Context: an optimization exercise on an open-source flow, tuned for small area, a short achievable clock period and few clock cycles per item. The choices shown serve that exercise and are no tape-out recipe. RTL that was checked went through simulation tests only; none was proved equivalent to the original. The RTL of runs 1 to 4 was laid out without a check of its function. Power figures rest on the tool's default switching activity, not on a simulated workload.

[flow/run.sh]
#!/bin/bash
# synth_recipe.tcl (not shown) runs the flow's synth.tcl, then flattens the netlist and writes it again
# the make line also repeats each setting of config.mk as NAME=value (left out here)
make -C /OpenROAD-flow-scripts/flow DESIGN_CONFIG=/design/flow/config.mk WORK_HOME=/design/flow/orfs CLKGATE_MAP_FILE= SYNTH_SCRIPT=/design/flow/synth_recipe.tcl finish
[flow/design.v]
`default_nettype none
package ugd_pkg;
    localparam int SAMPLE_W  = 32;
    localparam int FRAC_BITS = 16;
    localparam int TOL_W     = 16;
    localparam int ERR_W     = 2;
    localparam int STEP_W = SAMPLE_W + 1;           
    localparam int DEV_W  = SAMPLE_W + 2;           
    localparam int CMP_W  = SAMPLE_W + 3;           
    localparam int NUM_W  = SAMPLE_W + 3;           
    localparam int MAG_W  = SAMPLE_W + 2;           
    localparam int DVD_W  = MAG_W + FRAC_BITS;      
    localparam int Q_W    = SAMPLE_W + 1;           
    localparam int CNT_W  = $clog2(DVD_W + 1);
    localparam logic [Q_W-1:0] SAT_POS = {2'b00, {(SAMPLE_W-1){1'b1}}};
    localparam logic [Q_W-1:0] SAT_NEG = {2'b01, {(SAMPLE_W-1){1'b0}}};
    localparam logic [TOL_W-1:0] TOL_RESET = TOL_W'(1);
    typedef enum logic [ERR_W-1:0] {
        ERR_OK       = 2'd0,
        ERR_FEW      = 2'd1,
        ERR_ZERO     = 2'd2,
        ERR_NONUNI   = 2'd3
    } t_err;
endpackage
`default_nettype wire
`default_nettype none
import ugd_pkg::*;
module ugd_add #(parameter int N = 35)
(
    input  wire logic [N-1:0] a,
    input  wire logic [N-1:0] b,
    input  wire logic         ci,
    output logic      [N-1:0] s
);
    localparam int M = N + 1;                
    localparam int L = $clog2(M);
    logic [M-1:0] g [0:L];
    logic [M-1:0] p [0:L];
    logic [M-1:0] p0;
    always_comb begin
        g[0] = {a & b, ci};
        p[0] = {a ^ b, 1'b0};
        p0   = p[0];
        for (int l = 0; l < L; l++) begin
            for (int i = 0; i < M; i++) begin
                if ((i >> l) & 1) begin
                    g[l+1][i] = g[l][i] | (p[l][i] & g[l][((i >> l) << l) - 1]);
                    p[l+1][i] = p[l][i] & p[l][((i >> l) << l) - 1];
                end else begin
                    g[l+1][i] = g[l][i];
                    p[l+1][i] = p[l][i];
                end
            end
        end
        for (int i = 1; i < M; i++) begin
            s[i-1] = p0[i] ^ g[L][i-1];
        end
    end
endmodule
module uniform_grid_derivative
(
    input  wire logic                       i_clk,
    input  wire logic                       i_rst_n,
    input  wire logic                       i_cfg_wr_en,
    input  wire logic [ugd_pkg::TOL_W-1:0]           i_cfg_wr_data,
    input  wire logic                       i_in_valid,
    output logic                            o_in_ready,
    input  wire logic signed [ugd_pkg::SAMPLE_W-1:0] i_voltage_sample,
    input  wire logic signed [ugd_pkg::SAMPLE_W-1:0] i_current_sample,
    input  wire logic                       i_sequence_end,
    output logic                            o_out_valid,
    input  wire logic                       i_out_ready,
    output logic signed [ugd_pkg::SAMPLE_W-1:0]      o_derivative,
    output logic [ugd_pkg::ERR_W-1:0]                o_error_code,
    output logic                            o_run_last
);
    localparam int W = 35;
    localparam int S_A    = 0;    
    localparam int S_ACC0 = 1;    
    localparam int S_ACC1 = 2;    
    localparam int S_ACCN = 3;    
    localparam int S_B0   = 4;    
    localparam int S_B1   = 5;    
    localparam int S_B2   = 6;    
    localparam int S_B3   = 7;    
    localparam int S_F2   = 8;    
    localparam int S_F3   = 9;    
    localparam int S_D0V  = 10;   
    localparam int S_D0C  = 11;   
    localparam int S_D0   = 12;   
    localparam int S_DIV  = 13;   
    localparam int S_CVA  = 14;   
    localparam int S_CVB  = 15;   
    localparam int S_LCR  = 16;   
    localparam int S_LCE  = 17;   
    localparam int S_L1   = 18;   
    localparam int S_L2   = 19;   
    localparam int S_L3   = 20;   
    localparam int NS     = 21;
    typedef enum logic [2:0] {
        ACT_NONE  = 3'd0,
        ACT_CLEAR = 3'd1,    
        ACT_BREAK = 3'd2,    
        ACT_P0    = 3'd3,    
        ACT_P1    = 3'd4,    
        ACT_SHIFT = 3'd5,    
        ACT_ENDJ  = 3'd6     
    } t_act;
    logic [NS-1:0] r_st, n_st;
    t_act   r_act, n_act;
    logic   r_ready, n_ready;
    logic [TOL_W-1:0]   r_tol;
    logic signed [33:0] r_e, n_e;           
    logic signed [32:0] r_h, n_h;           
    logic [W-1:0]       r_t, n_t;           
    logic signed [31:0] r_i1, n_i1, r_i0, n_i0;
    logic [1:0]         r_pts, n_pts;
    logic               r_brk, n_brk;
    logic               r_pc, n_pc, r_pl, n_pl;
    logic signed [W-1:0] r_rem, n_rem;
    logic [31:0]         r_q, n_q;
    logic [3:0]          r_cnt, n_cnt;
    logic                r_sub, n_sub;
    logic                r_ex, n_ex, r_gneg, n_gneg, r_dn, n_dn, r_jlast, n_jlast;
    logic                r_conv, n_conv, r_sat, n_sat;
    logic                r_out_valid, n_out_valid;
    logic [1:0]          r_out_err, n_out_err;
    logic                r_out_last, n_out_last;
    logic signed [W-1:0] pa_x, pa_y, pa, pa_top;
    localparam int K_XV = 0;
    localparam int K_XC = 1;
    localparam int K_XI0 = 2;
    localparam int K_XR = 3;
    localparam int K_XR2 = 4;
    localparam int K_XE = 5;
    localparam int K_YE = 6;
    localparam int K_YH = 7;
    localparam int K_YI0 = 8;
    localparam int K_YI1 = 9;
    localparam int K_Y4R = 10;
    localparam int K_INV = 11;
    localparam int K_RPA = 12;
    localparam int K_RTOP = 13;
    localparam int K_RT2 = 14;
    localparam int K_QLD = 15;
    localparam int K_QSH = 16;
    localparam int K_EWR = 17;
    localparam int NK = 18;
    logic [NK-1:0] r_sel, n_sel;
    logic xv, xc, xi0, xr, xr2, xe, ye, yh, yi0, yi1, y4r, pa_inv;
    function automatic logic [NK-1:0] sel_of(input logic [NS-1:0] st);
        sel_of = '0;
        sel_of[K_XV]  = st[S_A] | st[S_ACC0] | st[S_ACC1] | st[S_D0V];
        sel_of[K_XC]  = st[S_B3] | st[S_F2] | st[S_CVA] | st[S_D0C];
        sel_of[K_XI0] = st[S_B2];
        sel_of[K_XR]  = st[S_F3] | st[S_L3] | st[S_LCR];
        sel_of[K_XR2] = st[S_B1];
        sel_of[K_XE]  = st[S_LCE] | st[S_L1] | st[S_L2];
        sel_of[K_YE]  = st[S_A];
        sel_of[K_YH]  = st[S_ACC1] | st[S_D0V];
        sel_of[K_YI0] = st[S_B3] | st[S_F3] | st[S_CVA] | st[S_LCE] | st[S_L3];
        sel_of[K_YI1] = st[S_B2] | st[S_L1];
        sel_of[K_Y4R] = st[S_F2] | st[S_L2] | st[S_B1];
        sel_of[K_INV] = st[S_A] | st[S_B2] | st[S_B3] | st[S_F3] | st[S_CVA] | st[S_LCE]
              | st[S_L1] | st[S_L2] | st[S_L3];
        sel_of[K_RPA]  = st[S_A] | st[S_B2] | st[S_F2] | st[S_CVA] | st[S_L1] | st[S_L2];
        sel_of[K_RTOP] = st[S_B3] | st[S_F3] | st[S_LCR] | st[S_LCE] | st[S_L3];
        sel_of[K_RT2]  = st[S_D0V] | st[S_D0C] | st[S_D0] | st[S_DIV];
        sel_of[K_QLD]  = st[S_B3] | st[S_F3] | st[S_LCR] | st[S_LCE] | st[S_L3];
        sel_of[K_QSH]  = st[S_D0V] | st[S_D0C] | st[S_D0] | st[S_DIV];
        sel_of[K_EWR]  = st[S_ACC0] | st[S_ACC1] | st[S_D0V] | st[S_D0C];
    endfunction
    always_comb begin
        xv  = r_sel[K_XV];
        xc  = r_sel[K_XC];
        xi0 = r_sel[K_XI0];
        xr  = r_sel[K_XR];
        xr2 = r_sel[K_XR2];
        xe  = r_sel[K_XE];
        ye  = r_sel[K_YE];
        yh  = r_sel[K_YH];
        yi0 = r_sel[K_YI0];
        yi1 = r_sel[K_YI1];
        y4r = r_sel[K_Y4R];
        pa_inv = r_sel[K_INV];
        pa_x = ({W{xv}}  & W'(i_voltage_sample))
             | ({W{xc}}  & W'(i_current_sample))
             | ({W{xi0}} & W'(r_i0))
             | ({W{xr}}  & r_rem)
             | ({W{xr2}} & (r_rem <<< 1))
             | ({W{xe}}  & W'(r_e));
        pa_y = ({W{ye}}  & W'(r_e))
             | ({W{yh}}  & W'(r_h))
             | ({W{yi0}} & W'(r_i0))
             | ({W{yi1}} & W'(r_i1))
             | ({W{y4r}} & (r_rem <<< 2));
    end
    ugd_add #(.N(W)) u_pa (.a(pa_x), .b(pa_y ^ {W{pa_inv}}), .ci(pa_inv), .s(pa));
    assign pa_top = W'(signed'(pa[W-1:16]));
    logic [W-1:0] dvs, dx, d3x, t1, ta, tb, t2;
    logic         sub2, qb1, qb2, rem_zero, t_zero;
    assign dvs  = W'(signed'({r_h, 1'b0}));
    assign dx   = dvs ^ {W{r_sub}};
    assign d3x  = r_t ^ {W{r_sub}};
    ugd_add #(.N(W)) u_t1 (.a({r_rem[W-2:0], r_q[31]}),          .b(dx),  .ci(r_sub), .s(t1));
    ugd_add #(.N(W)) u_ta (.a({r_rem[W-3:0], r_q[31], r_q[30]}), .b(dx),  .ci(r_sub), .s(ta));
    ugd_add #(.N(W)) u_tb (.a({r_rem[W-3:0], r_q[31], r_q[30]}), .b(d3x), .ci(r_sub), .s(tb));
    assign sub2 = (t1[W-1] == r_h[32]);
    assign t2   = (sub2 == r_sub) ? tb : ta;
    assign qb1  = ~(t1[W-1] ^ r_dn);
    assign qb2  = ~(t2[W-1] ^ r_dn);
    assign rem_zero = (r_rem == '0);
    assign t_zero   = (t1 == '0);
    logic        exact, qneg, corr;
    logic [32:0] r33;
    logic [31:0] res;
    assign exact = r_ex || rem_zero;
    assign qneg  = r_gneg ^ r_dn;
    assign corr  = r_dn ^ (r_gneg & ~exact);
    assign r33   = {r_q[31], r_q} + 33'(corr);
    always_comb begin
        if (r_sat)                   res = qneg ? 32'h8000_0000 : 32'h7fff_ffff;
        else if (r33[32] != r33[31]) res = 32'h7fff_ffff;
        else                         res = r33[31:0];
    end
    logic        hi_same, too_far, out_free;
    logic [15:0] dmag;
    assign hi_same  = (r_rem[W-1:16] == '0) || (r_rem[W-1:16] == '1);
    assign dmag     = r_rem[15:0] ^ {16{r_rem[W-1]}};
    assign too_far  = !hi_same || (r_rem[W-1] ? (dmag >= r_tol) : (dmag > r_tol));
    assign out_free = !r_out_valid || i_out_ready;
    logic d0, dlast, dexit, sat0, load, emit;
    logic [1:0] emit_code;
    logic load_sig;
    always_comb begin
        n_st        = '0;
        n_act       = r_act;
        n_ready     = 1'b0;
        n_e         = r_e;
        n_h         = r_h;
        n_t         = r_t;
        n_i1        = r_i1;
        n_i0        = r_i0;
        n_pts       = r_pts;
        n_brk       = r_brk;
        n_pc        = r_pc;
        n_pl        = r_pl;
        n_rem       = r_rem;
        n_q         = r_q;
        n_cnt       = r_cnt;
        n_sub       = r_sub;
        n_ex        = r_ex;
        n_gneg      = r_gneg;
        n_dn        = r_dn;
        n_jlast     = r_jlast;
        n_conv      = 1'b0;
        n_sat       = r_sat;
        n_out_valid = r_out_valid && !i_out_ready;
        n_out_err   = r_out_err;
        n_out_last  = r_out_last;
        emit        = 1'b0;
        emit_code   = 2'd0;
        load        = 1'b0;
        load_sig    = 1'b0;
        if (r_ready) begin
            case (r_act)
                ACT_CLEAR, ACT_ENDJ: begin n_pts = 2'd0; n_brk = 1'b0; end
                ACT_BREAK: n_brk = 1'b1;
                ACT_P0: begin n_i1 = i_current_sample; n_pts = 2'd1; end
                ACT_P1: begin n_i0 = r_i1; n_i1 = i_current_sample; n_pts = 2'd2; end
                ACT_SHIFT: begin n_i0 = r_i1; n_i1 = i_current_sample; n_pts = 2'd3; end
                default: ;
            endcase
        end
        if (r_sel[K_EWR]) begin
            n_e = pa[33:0];
        end
        if (r_st[S_A]) begin                                 
            if (r_pts == 2'd1) n_h = pa[32:0];
            if (!i_in_valid) begin
                n_st[S_A] = 1'b1;
            end else if (r_brk) begin
                n_act = i_sequence_end ? ACT_CLEAR : ACT_NONE;
                n_ready = 1'b1; n_st[S_ACCN] = 1'b1;
            end else begin
                case (r_pts)
                    2'd0: begin
                        if (i_sequence_end) n_st[S_B0] = 1'b1;
                        else begin
                            n_act = ACT_P0; n_ready = 1'b1; n_st[S_ACC0] = 1'b1;
                        end
                    end
                    2'd1: n_st[S_B1] = 1'b1;
                    2'd2: n_st[S_B2] = 1'b1;
                    default: n_st[S_B3] = 1'b1;
                endcase
            end
        end
        if (r_st[S_ACC0] | r_st[S_ACC1] | r_st[S_ACCN]) n_st[S_A] = 1'b1;
        if (r_st[S_B0]) begin
            if (out_free) begin
                emit = 1'b1; emit_code = ERR_FEW;
                n_act = ACT_CLEAR; n_ready = 1'b1; n_st[S_ACCN] = 1'b1;
            end else n_st[S_A] = 1'b1;
        end
        if (r_st[S_B1]) begin
            n_t = pa;                                        
            if (i_sequence_end || rem_zero) begin
                if (out_free) begin
                    emit = 1'b1; emit_code = i_sequence_end ? ERR_FEW : ERR_ZERO;
                    n_act = i_sequence_end ? ACT_CLEAR : ACT_BREAK;
                    n_ready = 1'b1; n_st[S_ACCN] = 1'b1;
                end else n_st[S_A] = 1'b1;
            end else begin
                n_act = ACT_P1; n_ready = 1'b1; n_st[S_ACC1] = 1'b1;
            end
        end
        if (r_st[S_B2] | r_st[S_B3]) begin
            n_pc = r_st[S_B2];
            n_pl = i_sequence_end;
            if (too_far) begin
                if (out_free) begin
                    emit = 1'b1; emit_code = ERR_NONUNI;
                    n_act = i_sequence_end ? ACT_CLEAR : ACT_BREAK;
                    n_ready = 1'b1; n_st[S_ACCN] = 1'b1;
                end else n_st[S_A] = 1'b1;
            end else if (r_st[S_B2]) begin
                n_st[S_F2] = 1'b1;                           
            end else if (out_free) begin
                n_act = i_sequence_end ? ACT_ENDJ : ACT_SHIFT;
                n_ready = 1'b1;
                if (i_sequence_end) n_st[S_D0C] = 1'b1; else n_st[S_D0V] = 1'b1;
            end else n_st[S_A] = 1'b1;
        end
        if (r_st[S_B3]) begin
            n_sub  = (pa[W-1] == r_h[32]);
            n_gneg = pa[W-1];
            n_dn   = r_h[32];
            n_ex   = 1'b0;
            n_cnt  = 4'd0;
            n_jlast = 1'b0;
        end
        if (r_st[S_F2]) begin                                
            n_st[S_F3] = 1'b1;
        end
        if (r_st[S_F3]) begin
            if (out_free) begin
                load = 1'b1; load_sig = 1'b1;                
                if (r_pl) begin
                    n_act = ACT_ENDJ; n_ready = 1'b1; n_st[S_D0C] = 1'b1;
                end else n_st[S_D0V] = 1'b1;
            end else n_st[S_F3] = 1'b1;
        end
        if (r_st[S_CVA]) begin                               
            n_act = ACT_SHIFT; n_ready = 1'b1;
            n_st[S_LCR] = 1'b1;
        end
        if (r_st[S_CVB]) n_st[S_LCE] = 1'b1;
        if (r_st[S_LCR] | r_st[S_LCE]) begin
            if (out_free) begin
                load = 1'b1; n_pc = 1'b0; n_st[S_D0] = 1'b1;
            end else begin
                if (r_st[S_LCR]) n_st[S_LCR] = 1'b1; else n_st[S_LCE] = 1'b1;
            end
        end
        if (r_st[S_L1]) begin                                
            n_st[S_L2] = 1'b1;
        end
        if (r_st[S_L2]) begin                                
            n_st[S_L3] = 1'b1;
        end
        if (r_st[S_L3]) begin
            if (out_free) begin
                load = 1'b1; load_sig = 1'b1;                
                n_pl = 1'b0; n_st[S_D0] = 1'b1;
            end else n_st[S_L3] = 1'b1;
        end
        if (load) begin
            n_sub   = (pa[W-1] == r_h[32]);
            n_gneg  = pa[W-1];
            n_dn    = r_h[32] ^ load_sig;
            n_ex    = 1'b0;
            n_cnt   = 4'd0;
            n_jlast = r_st[S_L3];
        end
        d0    = r_st[S_D0V] | r_st[S_D0C] | r_st[S_D0];
        sat0  = qb1 ^ r_gneg ^ r_dn;                         
        dlast = r_st[S_DIV] && r_cnt == 4'd15;
        dexit = dlast || (d0 && sat0);
        if (d0 | r_st[S_DIV]) begin
            n_sub = (t2[W-1] == r_h[32]);
            n_ex  = (((r_ex || rem_zero) && !r_q[31]) || t_zero) && !r_q[30];
            n_cnt = r_cnt + 4'd1;
            if (d0) n_sat = sat0;
            if (dexit) begin
                n_conv = 1'b1;
                case ({r_pc, r_pl})
                    2'b11:   n_st[S_CVB] = 1'b1;
                    2'b10:   n_st[S_CVA] = 1'b1;
                    2'b01:   n_st[S_L1]  = 1'b1;
                    default: n_st[S_A]   = 1'b1;
                endcase
            end else begin
                n_st[S_DIV] = 1'b1;
            end
        end
        if (r_sel[K_RPA])                          n_rem = pa;
        else if (r_sel[K_RTOP] && (out_free || r_st[S_B3])) n_rem = pa_top;
        else if (r_sel[K_RT2])                     n_rem = t2;
        if (r_conv)                             n_q = res;
        else if (r_sel[K_QSH])                     n_q = {r_q[29:0], qb1, qb2};
        else if (out_free && (r_sel[K_QLD] || emit))
            n_q = {pa[15:0], 16'd0} & {32{r_sel[K_QLD] && !(r_st[S_B3] && too_far)}};
        n_sel = sel_of(n_st);
        if (emit) begin
            n_out_valid = 1'b1;
            n_out_err   = emit_code;
            n_out_last  = 1'b1;
        end
        if (r_conv) begin
            n_out_valid = 1'b1;
            n_out_err   = ERR_OK;
            n_out_last  = r_jlast;
        end
    end
    always_ff @(posedge i_clk) begin
        if (!i_rst_n) begin
            r_st        <= NS'(1) << S_A;
            r_sel       <= sel_of(NS'(1) << S_A);
            r_ready     <= 1'b0;
            r_tol       <= TOL_RESET;
            r_pts       <= 2'd0;
            r_brk       <= 1'b0;
            r_pc        <= 1'b0;
            r_pl        <= 1'b0;
            r_conv      <= 1'b0;
            r_out_valid <= 1'b0;
        end else begin
            r_st        <= n_st;
            r_sel       <= n_sel;
            r_ready     <= n_ready;
            if (i_cfg_wr_en) begin
                r_tol <= i_cfg_wr_data;
            end
            r_pts       <= n_pts;
            r_brk       <= n_brk;
            r_pc        <= n_pc;
            r_pl        <= n_pl;
            r_conv      <= n_conv;
            r_out_valid <= n_out_valid;
        end
    end
    always_ff @(posedge i_clk) begin
        r_act      <= n_act;
        r_e        <= n_e;
        r_h        <= n_h;
        r_t        <= n_t;
        r_i1       <= n_i1;
        r_i0       <= n_i0;
        r_rem      <= n_rem;
        r_q        <= n_q;
        r_cnt      <= n_cnt;
        r_sub      <= n_sub;
        r_ex       <= n_ex;
        r_gneg     <= n_gneg;
        r_dn       <= n_dn;
        r_jlast    <= n_jlast;
        r_sat      <= n_sat;
        r_out_err  <= n_out_err;
        r_out_last <= n_out_last;
    end
    assign o_in_ready   = r_ready;
    assign o_out_valid  = r_out_valid;
    assign o_derivative = r_q;
    assign o_error_code = r_out_err;
    assign o_run_last   = r_out_last;
endmodule
`default_nettype wire
[flow/constraint.sdc]
create_clock -name core_clock -period 7.0 [get_ports {i_clk}]
set_input_delay 1.4000 -clock core_clock [delete_from_list [all_inputs] [get_ports {i_clk}]]
set_output_delay 1.4000 -clock core_clock [all_outputs]
set_load 0.01 [all_outputs]
[flow/config.mk]
export PLATFORM = sky130hd
export DESIGN_NAME = uniform_grid_derivative
export DESIGN_NICKNAME = uniform_grid_derivative
export VERILOG_FILES = /design/flow/design.v
export SDC_FILE = /design/flow/constraint.sdc
export NUM_CORES = 4
export LEC_CHECK = 0
export CAP_MARGIN = 20
export CORE_MARGIN = 2
export CORE_UTILIZATION = 70
export SETUP_SLACK_MARGIN = 4.0
export SLEW_MARGIN = 20
export SYNTH_HIERARCHICAL = 1
==> results of run 1 <==
metrics by stage:
| step | util [%] | cells | instance area (um^2) | power [uW] |
|---|---|---|---|---|
| floorplan | - | 2185 | 22560 | 6345 |
| global placement | 78.17 | 2637 | 24040 | 7648 |
| detailed placement | 78.17 | 2637 | 24040 | 7831 |
| CTS | 90.42 | 2824 | 27800 | 11300 |
power groups by stage:
stage	clock network [uW]	logic, uW	registers (uW)
floorplan	0	3710	2630
global placement	0	4870	2780
detailed placement	0	5040	2790
CTS	1950	6670	2680
synthesized netlist by cell type (all sizes together), types with 63 or more instances:
| master | count | area [um^2] |
|---|---|---|
| clkbuf | 86 | 324.1 |
| a21oi | 151 | 789.5 |
| inv | 126 | 473.0 |
| o21ai | 80 | 400.4 |
| ha | 152 | 1902 |
| edfxtp | 244 | 7327 |
| a22oi | 123 | 923.4 |
| nand2 | 124 | 465.5 |
| nor2 | 93 | 354.1 |
| dfxtp | 63 | 1261 |
| xnor2 | 96 | 848.3 |
| xor2 | 158 | 1384 |
| nand3 | 65 | 325.3 |
timing repair:
item                       in CTS
buffers inserted              112
pin swaps                     137
cloned                         10
hold endpoints to repair        0
resized for setup             361
setup endpoints to repair     276
logic make-up after synthesis:
logic type	after synthesis	synth area share (%)
xor+xnor	254	10.15
compound gates	629	20.93
flops	307	39.04
simple gates	535	12.58
buf+inv	229	3.964
fa+ha+maj	176	10.83
mux	55	2.508
routing by layer:
layer / global-route usage (%) / overflow
met5: 49.93 / 3
met4: 96.55 / 254
met3: 79.74 / 27
met2: 102.8 / 367
met1: 87.35 / 13
how the worst max path moves through the flow:
stage	startpoint	end	slack (ns)	cells after the start
CTS	r_sub	r_q[0]	2.67	18
detailed placement	i_current_sample[8]	r_rem[32]	1.26	15
global placement	i_current_sample[8]	r_rem[18]	1.34	15
floorplan	i_voltage_sample[16]	r_rem[24]	2.76	15
==> metrics.md, run 1 <==
| Metric | Value |
|---|---|
| Seq cells post-synth | `307` |
| Seq/Total Area, Yosys | `39.04%` |
| Clk buf depth | `3` |
| CTS Root Cell | `clkbuf_16` |
| CTS Buf Count | `36` |
| H-Tree Depth | `2` |
| IO buf count | `122` |
| WEP type | `register data pin` |
| Global route overflow | `664` |
| Row Count | `64` |
| Hold buffer count at cts | `0` |
| Final HPWL DP | `49070 um` |
| DIE HEIGHT | `181.3 um` |
| Placer Congestion | `0.9964` |
| Fraction of registers with async set/reset | `0%` |
| Initial core utilization | `71.54%` |
| Worst setup endpoint GRT | `r_q[21]$_DFFE_PP_/D` |
| Status | `did not finish` |
| Die width | `181.3 um` |
| Failing step | `global routing` |
| CTS Sinks | `307` |
| Main flop type after synthesis | `edfxtp_1` |
| Synth Warn # | `10` |
| Mapped Cells | `2185` |
| Mapped Area | `22000 um^2` |
| Post-synthesis cell type count | `80` |
| Largest net degree at the start of global routing | `56` |
| Syn_area_per_cell | `10.07 um^2` |
| Error | `[ERROR GRT-0232] Routing congestion too high. Check the congestion heatmap in the GUI.` |
| Worst slack at placement | `1.264 ns` |
| # IOs | `123` |
| GRT Overall Usage | `90.26%` |
| Net Count, Synth | `2447` |
| Number of flops mapped to enable cells by yosys | `244` |
==> inputs of run 2 (changes only) <==
--- a/flow/design.v
+++ b/flow/design.v
@@ -138,6 +138,7 @@
     localparam int K_YI0 = 8;
     localparam int K_YI1 = 9;
     localparam int K_Y4R = 10;
+    localparam int K_Y4RN = 18;
     localparam int K_INV = 11;
     localparam int K_RPA = 12;
     localparam int K_RTOP = 13;
@@ -145,9 +146,9 @@
     localparam int K_QLD = 15;
     localparam int K_QSH = 16;
     localparam int K_EWR = 17;
-    localparam int NK = 18;
+    localparam int NK = 19;
     logic [NK-1:0] r_sel, n_sel;
-    logic xv, xc, xi0, xr, xr2, xe, ye, yh, yi0, yi1, y4r, pa_inv;
+    logic xv, xc, xi0, xr, xr2, xe, ye, yh, yi0, yi1, y4r, y4rn, pa_inv;
     function automatic logic [NK-1:0] sel_of(input logic [NS-1:0] st);
         sel_of = '0;
         sel_of[K_XV]  = st[S_A] | st[S_ACC0] | st[S_ACC1] | st[S_D0V];
@@ -160,7 +161,8 @@
         sel_of[K_YH]  = st[S_ACC1] | st[S_D0V];
         sel_of[K_YI0] = st[S_B3] | st[S_F3] | st[S_CVA] | st[S_LCE] | st[S_L3];
         sel_of[K_YI1] = st[S_B2] | st[S_L1];
-        sel_of[K_Y4R] = st[S_F2] | st[S_L2] | st[S_B1];
+        sel_of[K_Y4R] = st[S_F2] | st[S_B1];
+        sel_of[K_Y4RN] = st[S_L2];
         sel_of[K_INV] = st[S_A] | st[S_B2] | st[S_B3] | st[S_F3] | st[S_CVA] | st[S_LCE]
               | st[S_L1] | st[S_L2] | st[S_L3];
         sel_of[K_RPA]  = st[S_A] | st[S_B2] | st[S_F2] | st[S_CVA] | st[S_L1] | st[S_L2];
@@ -182,6 +184,7 @@
         yi0 = r_sel[K_YI0];
         yi1 = r_sel[K_YI1];
         y4r = r_sel[K_Y4R];
+        y4rn = r_sel[K_Y4RN];
         pa_inv = r_sel[K_INV];
         pa_x = ({W{xv}}  & W'(i_voltage_sample))
              | ({W{xc}}  & W'(i_current_sample))
@@ -189,13 +192,14 @@
              | ({W{xr}}  & r_rem)
              | ({W{xr2}} & (r_rem <<< 1))
              | ({W{xe}}  & W'(r_e));
-        pa_y = ({W{ye}}  & W'(r_e))
-             | ({W{yh}}  & W'(r_h))
-             | ({W{yi0}} & W'(r_i0))
-             | ({W{yi1}} & W'(r_i1))
-             | ({W{y4r}} & (r_rem <<< 2));
+        pa_y = ({W{ye}}   & ~(W'(r_e)))
+             | ({W{yh}}   & W'(r_h))
+             | ({W{yi0}}  & ~(W'(r_i0)))
+             | ({W{yi1}}  & ~(W'(r_i1)))
+             | ({W{y4r}}  & (r_rem <<< 2))
+             | ({W{y4rn}} & ~(r_rem <<< 2));
     end
-    ugd_add #(.N(W)) u_pa (.a(pa_x), .b(pa_y ^ {W{pa_inv}}), .ci(pa_inv), .s(pa));
+    ugd_add #(.N(W)) u_pa (.a(pa_x), .b(pa_y), .ci(pa_inv), .s(pa));
     assign pa_top = W'(signed'(pa[W-1:16]));
     logic [W-1:0] dvs, dx, d3x, t1, ta, tb, t2;
     logic         sub2, qb1, qb2, rem_zero, t_zero;
@@ -333,7 +337,6 @@
             end else n_st[S_A] = 1'b1;
         end
         if (r_st[S_B3]) begin
-            n_sub  = (pa[W-1] == r_h[32]);
             n_gneg = pa[W-1];
             n_dn   = r_h[32];
             n_ex   = 1'b0;
@@ -376,7 +379,6 @@
             end else n_st[S_L3] = 1'b1;
         end
         if (load) begin
-            n_sub   = (pa[W-1] == r_h[32]);
             n_gneg  = pa[W-1];
             n_dn    = r_h[32] ^ load_sig;
             n_ex    = 1'b0;
@@ -388,7 +390,6 @@
         dlast = r_st[S_DIV] && r_cnt == 4'd15;
         dexit = dlast || (d0 && sat0);
         if (d0 | r_st[S_DIV]) begin
-            n_sub = (t2[W-1] == r_h[32]);
             n_ex  = (((r_ex || rem_zero) && !r_q[31]) || t_zero) && !r_q[30];
             n_cnt = r_cnt + 4'd1;
             if (d0) n_sat = sat0;
@@ -412,6 +413,7 @@
         else if (out_free && (r_sel[K_QLD] || emit))
             n_q = {pa[15:0], 16'd0} & {32{r_sel[K_QLD] && !(r_st[S_B3] && too_far)}};
         n_sel = sel_of(n_st);
+        n_sub = (r_sel[K_RTOP] ? pa[W-1] : t2[W-1]) == r_h[32];
         if (emit) begin
             n_out_valid = 1'b1;
             n_out_err   = emit_code;
--- a/flow/config.mk
+++ b/flow/config.mk
@@ -7,7 +7,7 @@
 export LEC_CHECK = 0
 export CAP_MARGIN = 20
 export CORE_MARGIN = 2
-export CORE_UTILIZATION = 70
-export SETUP_SLACK_MARGIN = 4.0
+export CORE_UTILIZATION = 60
+export SETUP_SLACK_MARGIN = 1.5
 export SLEW_MARGIN = 20
 export SYNTH_HIERARCHICAL = 1
==> run 2 against run 1 <==
Compared with the run above: now clean on timing, DRC and antenna; area after synthesis shrank 0.13%; synthesized cell count grew 3.6%.
==> metrics.md, run 2 <==
| Metric | Value |
|---|---|
| Max cap viols | `0` |
| Critical path class | `reg2reg` |
| CTS Sinks | `307` |
| Clock Latency Late Sink | `0.58 ns` |
| Main flop type after synthesis | `edfxtp_1` |
| Via count | `19.43k` |
| Status | `no timing/DRC/antenna violations` |
| Skew final | `0.02658 ns` |
| Most common cell after layout, fill and taps aside | `edfxtp_1` |
| Placer Congestion | `0.9850` |
| Max-slew headroom | `18.92%` |
| Syn_area_per_cell | `9.709 um^2` |
| Synth top area cells | `edfxtp_1 (33%), ha_1 (8.7%), dfxtp_1 (5.8%)` |
| Largest net degree at the start of global routing | `56` |
| Wire per inst | `26.11 um` |
| Met1 Usage GRT | `50.26%` |
| GRT met3 Usage | `8.117%` |
| CORE AREA | `36350 um^2` |
| Mapped Cells | `2263` |
| Final Hold Viols | `0` |
| Synth cell count leaders | `edfxtp_1 (243), nand2_1 (170), a21oi_1 (152), ha_1 (152), nor2_1 (152)` |
| Vias in the first global route | `19.17k` |
| Worst Hold Launch | `r_i1[3]` |
| Layout Nets | `2648` |
| P_leak | `0.009747 uW` |
| Layout cell share with drive strength beyond 1 | `7.788%` |
| Die width | `195.4 um` |
| Vias per inst | `6.740` |
| Post-synthesis cell type count | `76` |
| Max-slew violations | `0` |
| Row Count | `70` |
| Registers with the most flip-flops | `r_rem: 35 flops, r_t: 35 flops, r_e: 34 flops` |
| Biggest area consumer among synthesized cells | `edfxtp_1` |
| Reg2reg start | `r_sub` |
| H-Tree Depth | `2` |
| Area after DPL | `23870 um^2` |
| Residual DRC | `0` |
| Worst IR drop on VDD | `0.4384 mV` |
| GRT met2 Usage | `62.14%` |
| Fill cells | `2815` |
| WP data arrival | `5.68 ns` |
| Setup TNS | `0 ns` |
| Unrepaired setup endpoints after global routing | `false` |
| DIE HEIGHT | `195.4 um` |
| Crit path launch type | `flip-flop` |
| Area delta synth->final | `14.80%` |
| Net Count, Synth | `2525` |
| Seq/Total Area, Yosys | `39.04%` |
| Seq cells post-synth | `307` |
| GRT Overall Usage | `39.32%` |
| IO buf count | `122` |
| Pwr per Cell Area | `508.5 nW/um^2` |
| CTS Root Cell | `clkbuf_16` |
| Final setup fails | `0` |
| Final instance area | `25220 um^2` |
| Clock tree from TritonCTS | `done` |
| Worst slew pin tran | `1.208 ns` |
| Clock Pin Slew Worst Setup and Hold Paths | `0.06 ns` |
| Final HPWL DP | `53210 um` |
| Initial antenna violation count | `0` |
| Total Wirelength | `75260 um` |
| Initial core utilization | `60.45%` |
| CP required | `7.29 ns` |
| Count leader, synth | `edfxtp_1` |
| Die ar. | `38170 um^2` |
| CTS Buf Count | `37` |
| Worst setup path startpoint | `r_sub` |
| Fraction of registers with async set/reset | `0%` |
| Global-route wire length before repair | `113300 um` |
| Most frequent cells in the layout | `edfxtp_1 (243), nand2_1 (170), nor2_1 (152), a21oi_1 (152), ha_1 (152)` |
| Final antenna-violating net count | `0` |
| Critical path endpoint category | `flip-flop` |
| Worst hold path type | `reg2reg` |
| Crit Path Max Fanout | `34` |
| Drt first pass iters | `6` |
| Global route overflow | `0` |
| Initial DRC Count | `2341` |
| Number of diodes | `0` |
| Worst slack at placement | `1.179 ns` |
| Crit path time final | `5.389 ns` |
| Top cell type's share of synthesized area | `33.21%` |
| GRT Max-Usage Layer | `met2` |
| # IOs | `123` |
| FMAX | `0.1856 GHz` |
| Clk buf depth | `3` |
| Final worst slack | `1.611 ns` |
| Mapped Area | `21970 um^2` |
| Fin crit share | `76.99%` |
| Number of flops mapped to enable cells by yosys | `243` |
| Synth Warn # | `10` |
==> run 2: metrics by stage <==
step / total power (uW) / hold WS, ns / std cells / utilization, %
floorplan: 8265 / 0.4207 / 2263 / -
global placement: 10410 / 0.4300 / 2808 / 65.63
detailed placement: 10580 / 0.4322 / 2808 / 65.67
CTS: 12620 / 0.4451 / 2876 / 69.13
global route: 13520 / 0.4488 / 2882 / 69.39
finish: 12830 / 0.4494 / 2882 / 69.39
==> run 2: area by class of cell <==
class / count / area [um^2] / area share, %
clock inverter: 17 / 186.4 / 0.7391
inverter: 127 / 476.7 / 1.890
multi-input combinational: 1728 / 12610 / 50.00
sequential: 307 / 8588 / 34.05
timing repair buffer: 185 / 1734 / 6.875
tap: 468 / 585.6 / 2.322
clock buffer: 50 / 1041 / 4.127
==> run 2: report_power, final <==
group          internal (uW)  switching, uW  total (uW)
clock                   1160            813        1970
sequential              2310            367        2670
combinational           3280           4900        8180
total                   6750           6080       12800
==> run 2: critical path: stages, from the launching register on <==
cell      delay, ns
dfxtp_4        0.67
buf_4          0.30
xor2_1         0.28
ha_1           0.34
and2_1         0.18
a221o_1        0.31
a21oi_2        0.18
a21oi_2        0.16
a21o_4         0.26
a31o_1         0.21
a311oi_1       0.42
buf_4          0.25
xnor2_4        0.15
buf_4          0.55
mux2i_1        0.60
a21oi_1        0.16
==> run 2: routing by layer <==
metal,vias to the layer above,share of wire [%]
li1,8702,-
met1,9307,39
met2,1149,45
met3,268,10
met4,0,6.0
met5,-,0
==> run 2: kinds of logic after synthesis <==
family / synth area share [%]
AO/OA/AOI/OAI: 21.45
AND/OR/NAND/NOR: 13.49
flip-flops: 39.04
buffers and inverters: 3.958
XOR/XNOR: 8.764
adder cells (fa/ha/maj): 10.84
multiplexers: 2.460
==> run 2: worst paths after layout <==
path / to / depth (start not counted) / slack (ns)
max: r_rem[13] / 15 / 1.61
min: r_i0[3] / 0 / 0.45
max reg2reg: r_rem[13] / 15 / 1.61
min reg2reg: r_i0[3] / 0 / 0.45
==> run 2: timing repair <==
item | in CTS | in global routing
gates resized for setup | 2 | 5
hold buffers | 0 | 0
endpoints found under the setup margin | 22 | 20
pin swaps | 0 | 1
buffers inserted | 1 | 4
==> inputs of run 3 (changes only) <==
--- a/flow/config.mk
+++ b/flow/config.mk
@@ -8,6 +8,6 @@
 export CAP_MARGIN = 20
 export CORE_MARGIN = 2
 export CORE_UTILIZATION = 60
-export SETUP_SLACK_MARGIN = 1.5
+export SETUP_SLACK_MARGIN = 2.5
 export SLEW_MARGIN = 20
 export SYNTH_HIERARCHICAL = 1
==> run 3 against run 2 <==
Compared with the run above: still clean on timing, DRC and antenna; die area did not move; register-to-register slack improved by 0.87 ns; sequential share of layout area fell by 2.0 points; area after synthesis did not move; cell count rose by 2.3%; critical path depth did not move; flip-flop and latch count did not move; global-route usage rose by 0.66 points; maximum frequency rose by 19%; critical endpoint is now r_rem[24]; largest power group unchanged; highest routed layer unchanged.
==> metrics.md, run 3 <==
| Metric | Value |
|---|---|
| Global route overflow | `0` |
| Synth Area in Compound Gates | `21.45%` |
| # IOs | `123` |
| CTS Root Cell | `clkbuf_16` |
| Crit path time final | `4.521 ns` |
| Seq/Total Area, Yosys | `39.04%` |
| Worst hold path type | `reg2reg` |
| Post-synthesis cell type count | `76` |
| Largest net degree at the start of global routing | `56` |
| Vias per inst | `6.724` |
| Utilization after layout | `73.75%` |
| Wire per inst | `26.65 um` |
| Adder-cell area share of the yosys netlist | `10.84%` |
| Sw Ratio | `46.53%` |
| Critical path class | `reg2reg` |
| Area delta synth->final | `22.00%` |
| Simple-gate area share of the yosys netlist | `13.49%` |
| Fill cells | `2653` |
| Status | `no timing/DRC/antenna violations` |
| Slowest stage delay, CP | `0.70 ns` |
| Pwr per Cell Area | `498.5 nW/um^2` |
| Layout cell share with drive strength beyond 1 | `15.25%` |
| Registers with the most flip-flops | `r_rem: 35 flops, r_t: 35 flops, r_e: 34 flops` |
| Met3 wire length | `9346 um` |
| DIE HEIGHT | `195.4 um` |
| Total Wirelength | `78560 um` |
| Row Count | `70` |
| Main flop type after synthesis | `edfxtp_1` |
| Crit Path Max Fanout | `22` |
| Clock power frac | `14.5%` |
| Worst IR drop on VDD | `0.3159 mV` |
| CORE AREA | `36350 um^2` |
| Placer Congestion | `0.9297` |
| Clock Latency Late Sink | `0.58 ns` |
| Sequential Area | `8597 um^2` |
| Fin crit share | `64.59%` |
| Area of the multi-input gates | `13580 um^2` |
| Final HPWL DP | `52030 um` |
| CTS Sinks | `307` |
| Critical-path cell list | `buf_4 -> a22oi_1 -> nand3_2 -> ha_4 -> o211ai_1 -> a211oi_4 -> o211ai_1 -> a21oi_4 -> a21o_4 -> a31o_1 -> a311oi_4 -> nor3b_4 -> clkbuf_16 -> a21oi_1 -> o21ai_0` |
| Psw | `6218 uW` |
| Residual DRC | `0` |
| Crit path launch type | `flip-flop` |
| Initial DRC Count | `2629` |
| CTS Buf Count | `37` |
| CP required | `7.40 ns` |
| Drt first pass iters | `7` |
| Skew final | `0.02558 ns` |
| Crit path max-delay cell type | `dfxtp_2` |
| Biggest area consumer among synthesized cells | `edfxtp_1` |
| Max-slew violations | `0` |
| Clock Pin Slew Worst Setup and Hold Paths | `0.06 ns` |
| Die width | `195.4 um` |
| Layout Nets | `2713` |
| Max-slew headroom | `29.69%` |
| Share of power burned in registers | `18.9%` |
| H-Tree Depth | `2` |
| Net Count, Synth | `2525` |
| DR top layer | `met4` |
| Worst slew pin tran | `1.055 ns` |
| Most common cell after layout, fill and taps aside | `edfxtp_1` |
| Mapped Cells | `2263` |
| Most frequent cells in the layout | `edfxtp_1 (243), nand2_1 (168), nor2_1 (150)` |
| Initial core utilization | `60.45%` |
| Fraction of registers with async set/reset | `0%` |
| Via count | `19.82k` |
| Synth top area cells | `edfxtp_1 (33%), ha_1 (8.7%), dfxtp_1 (5.8%)` |
| Clock tree from TritonCTS | `done` |
| Count leader, synth | `edfxtp_1` |
| Multiplexer share of the synthesized area | `2.460%` |
| Setup TNS | `0 ns` |
| Vias in the first global route | `19.31k` |
| Internal | `7144 uW` |
| Final setup fails | `0` |
| Number of flops mapped to enable cells by yosys | `243` |
| Synth Warn # | `10` |
| Synth cell count leaders | `edfxtp_1 (243), nand2_1 (170), a21oi_1 (152), ha_1 (152), nor2_1 (152)` |
| Synth Area in XOR/XNOR | `8.764%` |
| Max cap viols | `0` |
| Final antenna-violating net count | `0` |
| GRT Overall Usage | `39.98%` |
| IO buf count | `122` |
| Hold buffer count at cts | `0` |
| CP dominant cell by count | `o211ai_1` |
| Largest family of logic cells by synthesized area | `compound AO/OA/AOI/OAI gates` |
| Die ar. | `38170 um^2` |
| Syn_area_per_cell | `9.709 um^2` |
| Initial antenna violation count | `1` |
| P_leak | `0.01051 uW` |
| Final Hold Viols | `0` |
| Total power | `13360 uW` |
| WL met2 | `34860 um` |
| Global-route wire length before repair | `115500 um` |
| Mapped Area | `21970 um^2` |
| Comb pwr share | `66.6%` |
| Seq cells post-synth | `307` |
| Top cell type's share of synthesized area | `33.21%` |
| Clk buf depth | `3` |
| WP data arrival | `4.92 ns` |
| Critical path endpoint category | `flip-flop` |
| FMAX | `0.2212 GHz` |
| Metal-1 WL | `29420 um` |
| Unrepaired setup endpoints after global routing | `false` |
run 3: final timing paths:
path                               start   endpoint  slack (ns)  cells past startpoint
worst max-delay path            r_sel[5]  r_rem[24]        2.48                     15
worst min-delay path            r_i1[11]   r_i0[11]        0.45                      0
worst max register to register  r_sel[5]  r_rem[24]        2.48                     15
worst min register to register  r_i1[11]   r_i0[11]        0.45                      0
run 3: worst max-delay path, delay by kind of cell (launching register included):
kind | cells | cell delay, ns
AOI/OAI and AO/OA | 10 | 2.13
buffers and inverters | 2 | 0.75
DFF | 1 | 0.70
and+or+nand+nor | 2 | 0.55
adders and majority gates | 1 | 0.22
run 3: final cells by class:
| class | instances | area share, % |
|---|---|---|
| diodes | 1 | 0.009335 |
| clock buffers | 43 | 3.692 |
| clock inverters | 24 | 0.7562 |
| inverters | 127 | 1.834 |
| multi-input cells | 1728 | 50.64 |
| flip-flops and latches | 307 | 32.07 |
| well taps | 468 | 2.184 |
| repair buffers | 248 | 8.752 |
| repair inverters | 2 | 0.05601 |
run 3: metrics by stage:
step / worst slack (ns) / instance area, um^2 / cells / hold slack, ns
6_report: 2.479 / 26810 / 2948 / 0.4490
5_1_grt: 2.425 / 26810 / 2948 / 0.4606
4_1_cts: 2.421 / 25700 / 2898 / 0.4459
3_5_place_dp: 0.9876 / 23680 / 2783 / 0.4364
3_3_place_gp: 1.219 / 23680 / 2783 / 0.4240
2_1_floorplan: 2.517 / 21990 / 2263 / 0.4207
run 3: cells by family after synthesis:
group	count (synthesis)
AO/OA/AOI/OAI	669
XOR/XNOR	219
adder cells (fa/ha/maj)	176
buffers and inverters	228
flip-flops	307
multiplexers	54
AND/OR/NAND/NOR	610
run 3: what timing repair did:
action / in CTS / in global routing
buffers inserted: 48 / 46
pin swaps: 25 / 58
setup endpoints to repair: 110 / 86
cloned: 0 / 3
gates resized for setup: 74 / 147
run 3: power groups by stage:
| stage | logic, uW | registers (uW) | clock network (uW) |
|---|---|---|---|
| 2_1_floorplan | 5670 | 2600 | 0 |
| 3_3_place_gp | 7250 | 2840 | 0 |
| 3_5_place_dp | 7450 | 2850 | 0 |
| 4_1_cts | 8240 | 2520 | 1950 |
| 5_1_grt | 9590 | 2530 | 2010 |
| 6_report | 8890 | 2530 | 1940 |
run 3: layer usage:
| metal | vias to the layer above | track usage (%) |
|---|---|---|
| met5 | - | 0 |
| met4 | 0 | 20.05 |
| met3 | 293 | 7.720 |
| met2 | 1278 | 62.94 |
| met1 | 9438 | 52.98 |
| li1 | 8812 | - |
==> inputs of run 4 (changes only) <==
--- a/flow/config.mk
+++ b/flow/config.mk
@@ -11,3 +11,4 @@
 export SETUP_SLACK_MARGIN = 2.5
 export SLEW_MARGIN = 20
 export SYNTH_HIERARCHICAL = 1
+export TNS_END_PERCENT = 10
==> run 4 against run 3 <==
Compared with the run above: still clean on timing, DRC and antenna; global-route usage is 0.17 points lower; non-clock buffer count down 26; utilization down 2.0 points; setup slack worse by 0.13 ns; power is 3.0% lower; area after synthesis did not move; hold slack got worse by 0.0026 ns; clock power is essentially flat; register-to-register slack got worse by 0.13 ns; critical path type unchanged.
==> metrics.md, run 4 <==
| Metric | Value |
|---|---|
| Status | `no timing/DRC/antenna violations` |
| Critical path class | `reg2reg` |
| Met3 wire length | `8689 um` |
| Fraction of registers with async set/reset | `0%` |
| DIE HEIGHT | `195.4 um` |
| CTS Root Cell | `clkbuf_16` |
| Worst slew pin tran | `1.087 ns` |
| Adder-cell area share of the yosys netlist | `10.84%` |
| Post-synthesis cell type count | `76` |
| Layout cell share with drive strength beyond 1 | `12.19%` |
| Number of flops mapped to enable cells by yosys | `243` |
| Clk buf depth | `3` |
| Via count | `19.76k` |
| Die width | `195.4 um` |
| Mapped Area | `21970 um^2` |
| Final antenna-violating net count | `0` |
| Initial core utilization | `60.45%` |
| Biggest area consumer among synthesized cells | `edfxtp_1` |
| Crit path time final | `4.655 ns` |
| Drt first pass iters | `8` |
| Final worst slack | `2.345 ns` |
| Syn_area_per_cell | `9.709 um^2` |
| Worst IR drop on VDD | `0.3022 mV` |
| P_leak | `0.01011 uW` |
| Internal | `6948 uW` |
| Synth cell count leaders | `edfxtp_1 (243), nand2_1 (170), a21oi_1 (152), ha_1 (152), nor2_1 (152)` |
| Top cell type's share of synthesized area | `33.21%` |
| Multiplexer share of the synthesized area | `2.460%` |
| CP dominant cell by count | `o211ai_1` |
| Net Count, Synth | `2525` |
| Unrepaired setup endpoints after global routing | `true` |
| Utilization after layout | `71.71%` |
| Critical path endpoint category | `flip-flop` |
| Crit path max-delay cell type | `dfxtp_1` |
| Fin crit share | `66.50%` |
| Total Wirelength | `77070 um` |
| Simple-gate area share of the yosys netlist | `13.49%` |
| Delay-heaviest family, CP | `compound AO/OA/AOI/OAI gates` |
| Largest family of logic cells by synthesized area | `compound AO/OA/AOI/OAI gates` |
| Seq/Total Area, Yosys | `39.04%` |
| Final HPWL DP | `52030 um` |
| Count leader, synth | `edfxtp_1` |
| Slowest stage delay, CP | `0.76 ns` |
| Metal-1 WL | `29610 um` |
| Max-slew headroom | `27.55%` |
| CTS Buf Count | `37` |
| Global route overflow | `0` |
| Seq cells post-synth | `307` |
| Layout Nets | `2686` |
| Max-slew violations | `0` |
| FMAX | `0.2148 GHz` |
| Residual DRC | `0` |
| Global-route wire length before repair | `115000 um` |
| Crit path launch type | `flip-flop` |
| Clock Latency Late Sink | `0.56 ns` |
| Main flop type after synthesis | `edfxtp_1` |
| Psw | `6013 uW` |
| Synth Area in XOR/XNOR | `8.764%` |
| CORE AREA | `36350 um^2` |
| CP required | `7.29 ns` |
| Final setup fails | `0` |
| Clock tree from TritonCTS | `done` |
| Critical path buffer and inverter count | `2` |
| Worst hold path type | `reg2reg` |
| Final Hold Viols | `0` |
| # IOs | `123` |
| Placer Congestion | `0.9297` |
| Initial DRC Count | `2648` |
| Mapped Cells | `2263` |
| Registers with the most flip-flops | `r_rem: 35 flops, r_t: 35 flops, r_e: 34 flops` |
| Area delta synth->final | `18.63%` |
| Sw Ratio | `46.39%` |
| Wire per inst | `26.39 um` |
| Clock Pin Slew Worst Setup and Hold Paths | `0.06 ns` |
| WP data arrival | `4.94 ns` |
| Max cap viols | `0` |
| Die ar. | `38170 um^2` |
| Vias in the first global route | `19.20k` |
| Most frequent cells in the layout | `edfxtp_1 (243), nand2_1 (168), nor2_1 (150), a21oi_1 (150), ha_1 (145)` |
| Synth Warn # | `10` |
| CTS Sinks | `307` |
| Pwr per Cell Area | `497.3 nW/um^2` |
| Share of power burned in registers | `19.4%` |
| Crit Path Max Fanout | `11` |
| Initial antenna violation count | `2` |
| Row Count | `70` |
| IO buf count | `122` |
| H-Tree Depth | `2` |
| GRT Overall Usage | `39.81%` |
| WL met2 | `34690 um` |
| Most common cell after layout, fill and taps aside | `edfxtp_1` |
| Synth top area cells | `edfxtp_1 (33%), ha_1 (8.7%), dfxtp_1 (5.8%)` |
| Synth Area in Compound Gates | `21.45%` |
| DR top layer | `met4` |
| Setup TNS | `0 ns` |
| Clock power frac | `14.9%` |
| Comb pwr share | `65.6%` |
| Critical-path cell list | `clkinvlp_4 -> o211ai_1 -> ha_1 -> o211ai_1 -> a211oi_4 -> o211ai_1 -> a21oi_4 -> a21o_4 -> a21oi_2 -> fa_2 -> inv_4 -> nor2b_4 -> a211oi_2 -> a21oi_1` |
| Largest net degree at the start of global routing | `56` |
| Skew final | `0.01710 ns` |
| Worst slack at placement | `0.9876 ns` |
| Vias per inst | `6.763` |
[run 4: timing repair]
item	4_1_cts	5_1_grt
gates cloned	0	1
pin swaps	24	27
setup buffers	45	24
resized for setup	62	49
setup endpoints to repair	110	106
endpoints found under the hold margin	0	0
hold buffers	0	0
[run 4: layer usage]
layer,track usage (%),vias to the layer above
met1,53.15,9476
met5,0,-
met2,62.95,1291
met4,19.28,0
li1,-,8758
met3,7.116,230
[run 4: power by group through the flow]
stage / logic, uW / clock network, uW / registers [uW]
after CTS: 8150 / 1950 / 2540
final: 8510 / 1940 / 2520
after detailed placement: 7450 / 0 / 2850
after floorplan: 5670 / 0 / 2600
after global placement: 7250 / 0 / 2840
after global routing: 9210 / 2010 / 2520
[run 4: path summary, 6_finish.rpt]
kind,start,endpoint,slack (ns),depth (start not counted)
hold / removal,r_i1[11],r_i0[11],0.45,0
setup reg to reg,r_st[19],r_rem[15],2.34,14
setup / recovery,r_st[19],r_rem[15],2.34,14
hold reg to reg,r_i1[11],r_i0[11],0.45,0
[run 4: cell type report]
type,instances,area (um^2)
Sequential cell,307,8594
Timing Repair inverter,1,7.507
Tap cell,468,585.6
Antenna cell,1,2.502
Fill cell,2785,10280
Inverter,127,489.2
Clock buffer,43,989.7
Multi-Input combinational cell,1728,13140
Timing Repair Buffer,222,2052
Clock inverter,24,202.7
[run 4: per-stage QoR]
stage	hold WS, ns	instances	power, uW	instance area [um^2]
floorplan	0.4207	2263	8271	21990
global placement	0.4240	2783	10090	23680
detailed placement	0.4364	2783	10300	23680
CTS	0.4459	2895	12640	25590
global route	0.4622	2921	13740	26070
finish	0.4464	2921	12960	26070
[run 4: cell families (layout without fill, tap and decap cells)]
family                     Yosys count  count (layout)
adders and majority gates          176             176
other                                0               1
and+or+nand+nor                    610             610
DFF                                307             307
muxes                               54              54
buffers and inverters              228             417
xor gates and xnor gates           219             219
AOI/OAI and AO/OA                  669             669
==> inputs of run 5 (changes only) <==
--- a/flow/design.v
+++ b/flow/design.v
@@ -123,6 +123,7 @@
     logic                r_sub, n_sub;
     logic                r_ex, n_ex, r_gneg, n_gneg, r_dn, n_dn, r_jlast, n_jlast;
     logic                r_conv, n_conv, r_sat, n_sat;
+    logic                r_lead, n_lead;
     logic                r_out_valid, n_out_valid;
     logic [1:0]          r_out_err, n_out_err;
     logic                r_out_last, n_out_last;
@@ -214,6 +215,22 @@
     assign qb1  = ~(t1[W-1] ^ r_dn);
     assign qb2  = ~(t2[W-1] ^ r_dn);
     assign rem_zero = (r_rem == '0);
+    logic [W-1:0] dvm, dsm, skmask, base;
+    logic [9:0]   nz, nsm;
+    logic [35:0]  dvp;
+    logic         skip_ok;
+    assign dvm  = dvs ^ {W{r_h[32]}};
+    assign dvp  = {1'b0, dvm};
+    always_comb begin
+        for (int k = 0; k < 9; k++) nz[k] = |dvp[4*k +: 4];
+        nz[9] = 1'b0;
+        nsm = nz;
+        for (int k = 1; k < 16; k = k * 2) nsm = nsm | (nsm >> k);
+        for (int i = 0; i < W; i++) dsm[i] = nsm[i / 4 + 1];
+    end
+    assign skmask  = ~(dsm >> 10);           
+    assign skip_ok = r_lead && dsm[10] && (((r_rem ^ {W{r_rem[W-1]}}) & skmask) == '0);
+    assign base    = {r_rem[W-9:0], r_q[31:24]};
     assign t_zero   = (t1 == '0);
     logic        exact, qneg, corr;
     logic [32:0] r33;
@@ -233,7 +250,7 @@
     assign dmag     = r_rem[15:0] ^ {16{r_rem[W-1]}};
     assign too_far  = !hi_same || (r_rem[W-1] ? (dmag >= r_tol) : (dmag > r_tol));
     assign out_free = !r_out_valid || i_out_ready;
-    logic d0, dlast, dexit, sat0, load, emit;
+    logic d0, dlast, dexit, sat0, load, emit, skip;
     logic [1:0] emit_code;
     logic load_sig;
     always_comb begin
@@ -259,6 +276,7 @@
         n_jlast     = r_jlast;
         n_conv      = 1'b0;
         n_sat       = r_sat;
+        n_lead      = r_lead;
         n_out_valid = r_out_valid && !i_out_ready;
         n_out_err   = r_out_err;
         n_out_last  = r_out_last;
@@ -378,6 +396,7 @@
                 n_pl = 1'b0; n_st[S_D0] = 1'b1;
             end else n_st[S_L3] = 1'b1;
         end
+        if (load || r_st[S_B3]) n_lead = 1'b1;
         if (load) begin
             n_gneg  = pa[W-1];
             n_dn    = r_h[32] ^ load_sig;
@@ -386,13 +405,16 @@
             n_jlast = r_st[S_L3];
         end
         d0    = r_st[S_D0V] | r_st[S_D0C] | r_st[S_D0];
+        skip  = r_sel[K_RT2] && skip_ok;
         sat0  = qb1 ^ r_gneg ^ r_dn;                         
-        dlast = r_st[S_DIV] && r_cnt == 4'd15;
-        dexit = dlast || (d0 && sat0);
+        dlast = skip ? (r_cnt >= 4'd12) : (r_st[S_DIV] && r_cnt == 4'd15);
+        dexit = dlast || (d0 && sat0 && !skip);
         if (d0 | r_st[S_DIV]) begin
-            n_ex  = (((r_ex || rem_zero) && !r_q[31]) || t_zero) && !r_q[30];
-            n_cnt = r_cnt + 4'd1;
-            if (d0) n_sat = sat0;
+            if (skip) n_ex = (r_ex || rem_zero) && (r_q[31:24] == 8'd0);
+            else      n_ex = (((r_ex || rem_zero) && !r_q[31]) || t_zero) && !r_q[30];
+            n_cnt  = r_cnt + (skip ? 4'd4 : 4'd1);
+            n_lead = skip;
+            if (d0) n_sat = sat0 && !skip;
             if (dexit) begin
                 n_conv = 1'b1;
                 case ({r_pc, r_pl})
@@ -407,13 +429,15 @@
         end
         if (r_sel[K_RPA])                          n_rem = pa;
         else if (r_sel[K_RTOP] && (out_free || r_st[S_B3])) n_rem = pa_top;
+        else if (skip)                          n_rem = base;
         else if (r_sel[K_RT2])                     n_rem = t2;
         if (r_conv)                             n_q = res;
+        else if (skip)                          n_q = {r_q[23:0], {8{qneg}}};
         else if (r_sel[K_QSH])                     n_q = {r_q[29:0], qb1, qb2};
         else if (out_free && (r_sel[K_QLD] || emit))
             n_q = {pa[15:0], 16'd0} & {32{r_sel[K_QLD] && !(r_st[S_B3] && too_far)}};
         n_sel = sel_of(n_st);
-        n_sub = (r_sel[K_RTOP] ? pa[W-1] : t2[W-1]) == r_h[32];
+        n_sub = (r_sel[K_RTOP] ? pa[W-1] : skip ? base[W-1] : t2[W-1]) == r_h[32];
         if (emit) begin
             n_out_valid = 1'b1;
             n_out_err   = emit_code;
@@ -468,6 +492,7 @@
         r_dn       <= n_dn;
         r_jlast    <= n_jlast;
         r_sat      <= n_sat;
+        r_lead     <= n_lead;
         r_out_err  <= n_out_err;
         r_out_last <= n_out_last;
     end
--- a/flow/config.mk
+++ b/flow/config.mk
@@ -8,7 +8,6 @@
 export CAP_MARGIN = 20
 export CORE_MARGIN = 2
 export CORE_UTILIZATION = 60
-export SETUP_SLACK_MARGIN = 2.5
+export SETUP_SLACK_MARGIN = 2.0
 export SLEW_MARGIN = 20
 export SYNTH_HIERARCHICAL = 1
-export TNS_END_PERCENT = 10
==> run 5 against run 4 <==
Compared with the run above: global-route usage grew 0.89 points; via count up 4.9%; first-iteration DRC count shrank 13%; non-clock buffer count down 30; die area is 4.4% higher; register-to-register slack lost 0.33 ns; setup slack got worse by 0.33 ns; critical endpoint is now r_q[0]; hold slack improved by 0.0080 ns; highest routed layer is now met5; synthesized cell count grew 6.8%.
==> metrics.md, run 5 <==
| Metric | Value |
|---|---|
| Internal | `7041 uW` |
| CTS Sinks | `308` |
| Crit path time final | `4.981 ns` |
| Unrepaired setup endpoints after global routing | `false` |
| Critical path class | `reg2reg` |
| Largest net degree at the start of global routing | `77` |
| Fill cells | `2981` |
| Fin crit share | `71.15%` |
| Initial core utilization | `60.97%` |
| Fraction of registers with async set/reset | `0%` |
| Residual DRC | `0` |
| Drt first pass iters | `6` |
| Biggest area consumer among synthesized cells | `edfxtp_1` |
| Share of power burned in registers | `19.1%` |
| Mapped Area | `22960 um^2` |
| Max-slew headroom | `19.99%` |
| Vias per inst | `6.793` |
| Net Count, Synth | `2680` |
| Slowest stage delay, CP | `0.67 ns` |
| CTS Root Cell | `clkbuf_16` |
| Total power | `13570 uW` |
| Worst slew pin tran | `1.198 ns` |
| WP data arrival | `5.22 ns` |
| CP required | `7.24 ns` |
| Status | `no timing/DRC/antenna violations` |
| CTS Buf Count | `35` |
| Vias in the first global route | `20.25k` |
| Final HPWL DP | `58420 um` |
| Comb pwr share | `66.6%` |
| Layout Nets | `2778` |
| Die width | `199.6 um` |
| Area delta synth->final | `13.88%` |
| Global route overflow | `0` |
| Hold WS | `0.4544 ns` |
| Setup TNS | `0 ns` |
| Layout cell share with drive strength beyond 1 | `8.661%` |
| Synth Warn # | `10` |
| Count leader, synth | `edfxtp_1` |
| Sw Ratio | `48.10%` |
| Clk buf depth | `3` |
| Skew final | `0.01832 ns` |
| IO buf count | `122` |
| Seq/Total Area, Yosys | `37.49%` |
| Final antenna-violating net count | `0` |
| Crit path launch type | `flip-flop` |
| Clock tree from TritonCTS | `done` |
| CP dominant cell by count | `xor2_1` |
| Placer Congestion | `0.9978` |
| Clock Pin Slew Worst Setup and Hold Paths | `0.07 ns` |
| Via count | `20.72k` |
| Global-route wire length before repair | `121300 um` |
| FMAX | `0.2008 GHz` |
| Synth top area cells | `edfxtp_1 (32%), ha_1 (8.4%), dfxtp_1 (5.6%)` |
| Final Hold Viols | `0` |
| Clock power frac | `14.3%` |
| Critical path endpoint category | `flip-flop` |
| Number of diodes | `0` |
| Top cell type's share of synthesized area | `31.91%` |
| Worst hold path type | `reg2reg` |
| Most frequent cells in the layout | `edfxtp_1 (244), nand2_1 (192), ha_1 (153)` |
| Row Count | `71` |
| Max cap viols | `0` |
| P_leak | `0.01033 uW` |
| Synth cell count leaders | `edfxtp_1 (244), nand2_1 (193), ha_1 (154), nor2_1 (136)` |
| Pwr per Cell Area | `518.8 nW/um^2` |
| Critical-path cell list | `buf_12 -> buf_4 -> xor2_1 -> ha_1 -> a21o_1 -> a221o_1 -> a221oi_4 -> o2bb2ai_2 -> a21o_4 -> a31o_1 -> a311oi_1 -> mux2i_1 -> xor2_1 -> nand3_1 -> a22oi_1` |
| Final setup fails | `0` |
| Crit path max-delay cell type | `dfxtp_4` |
| Seq cells post-synth | `308` |
| Crit Path Max Fanout | `25` |
| DIE HEIGHT | `199.6 um` |
| Hold buffer count at cts | `0` |
| Die ar. | `39850 um^2` |
| Syn_area_per_cell | `9.505 um^2` |
| Clock Latency Late Sink | `0.54 ns` |
| Number of flops mapped to enable cells by yosys | `244` |
| Max-slew violations | `0` |
| # IOs | `123` |
| Registers with the most flip-flops | `r_rem: 35 flops, r_t: 35 flops, r_e: 34 flops` |
| Post-synthesis cell type count | `81` |
| H-Tree Depth | `2` |
| Mapped Cells | `2416` |
| Main flop type after synthesis | `edfxtp_1` |
| CORE AREA | `37670 um^2` |
| Most common cell after layout, fill and taps aside | `edfxtp_1` |
| GRT Overall Usage | `40.70%` |
| Worst IR drop on VDD | `0.3103 mV` |
| Initial DRC Count | `2308` |
| Initial antenna violation count | `2` |
| Total Wirelength | `81110 um` |
| Wire per inst | `26.58 um` |
| Psw | `6526 uW` |
| Flop2flop setup slack | `2.02 ns` |
## run 5: cell count changes in the layout (fill, tap and decap cells not counted), moves of 16 or more
cell / change
a22oi_1: +36
buf_4: -26
a21oi_1: -25
nand2_1: +24
o21ai_0: +21
o21ai_1: +20
a31oi_1: +17
nor2_1: -16
## run 5: power by group through the flow
stage               Combinational, uW  Clock (uW)  Sequential (uW)
finish                           9030        1940             2590
global route                     9740        2000             2600
global placement                 8310           0             2660
CTS                              8800        1940             2580
floorplan                        6170           0             2550
detailed placement               8570           0             2670
## run 5: repair_timing
action,in CTS,in global routing
pin swaps,2,2
buffers inserted,9,3
gates resized for setup,7,11
setup endpoints to repair,53,55
## run 5: kinds of logic after synthesis
kind of cell	after synthesis	share of synthesized area, %
compound gates	703	21.15
buf+inv	262	4.713
mux	74	3.296
fa+ha+maj	178	10.48
simple gates	673	14.56
xor+xnor	218	8.314
flops	308	37.49
## run 5: final timing paths
kind,from,cells after the start,to
worst max register to register,r_sub,15,r_q[0]
worst min-delay path,r_i1[31],0,r_i0[31]
worst min register to register,r_i1[31],0,r_i0[31]
worst max-delay path,r_sub,15,r_q[0]
## run 5: worst max-delay path: cells and delay by family (launching register included)
kind | cells | cell delay (ns)
XOR/XNOR | 2 | 0.43
buffers and inverters | 2 | 0.56
multiplexers | 1 | 0.39
flip-flops | 1 | 0.67
adder cells (fa/ha/maj) | 1 | 0.29
AO/OA/AOI/OAI | 8 | 2.22
AND/OR/NAND/NOR | 1 | 0.11
## run 5: stage by stage
stage | cell area, um^2 | utilization, % | setup WS [ns] | std cells
5_1_grt | 26150 | 69.43 | 2.022 | 3051
6_report | 26150 | 69.43 | 2.019 | 3051
2_1_floorplan | 22980 | - | 2.008 | 2416
3_5_place_dp | 24730 | 65.66 | 1.063 | 2975
4_1_cts | 26030 | 69.09 | 2.022 | 3047
3_3_place_gp | 24720 | 65.62 | 1.246 | 2975
## run 5: routing by layer
layer | GRT usage, % | part of all wire [%]
met2 | 64.31 | 45
met4 | 23.37 | 6.3
met3 | 8.726 | 11
met5 | 0 | 0.011
met1 | 51.74 | 37
## run 5: final cells by class
class | instances | area [um^2] | share of cell area [%]
tap | 511 | 639.4 | 2.445
sequential | 308 | 8613 | 32.93
clock buffer | 42 | 927.1 | 3.545
clock inverter | 21 | 256.5 | 0.9808
timing repair buffer | 192 | 1779 | 6.803
multi-input combinational | 1846 | 13440 | 51.39
inverter | 131 | 498.0 | 1.904
Testbench counts of run 5, summed over its fixed seeds: cycles 41,124, items 3,235.

==> what the ideal ports hide <==
The results above use ideal ports. As a check the final layouts listed here were re-extracted and re-timed, cells and wires unchanged. Step 1, drivers: a clkbuf_16 drives i_clk and a buf_2 each remaining input, both assumed. Step 2 times the ports against the registers' clock, not the clock port: input delays grow and output delays shrink by t, the midpoint of the rising clock arrivals with the driver on. Three values: ideal ports, drivers, drivers and shift; two values: the first two.
run | shift t [ns] | setup WS [ns] | worst slew at a driven data input, ns | cell pins on the clock port's net
run 2 | 0.629 | 1.611 / 1.611 / 1.133 | 0.05 | 1
run 3 | 0.625 | 2.479 / 2.479 / 1.969 | 0.06 | 1
run 4 | 0.619 | 2.345 / 2.345 / 1.807 | 0.07 | 1
run 5 | 0.587 | 2.019 / 2.019 / 1.580 | 0.05 | 1
After both steps setup and hold are still met in every run listed. For run 4, which loses most, drivers alone change the setup slack by 0.000 ns; drivers and shift together by -0.538 ns.
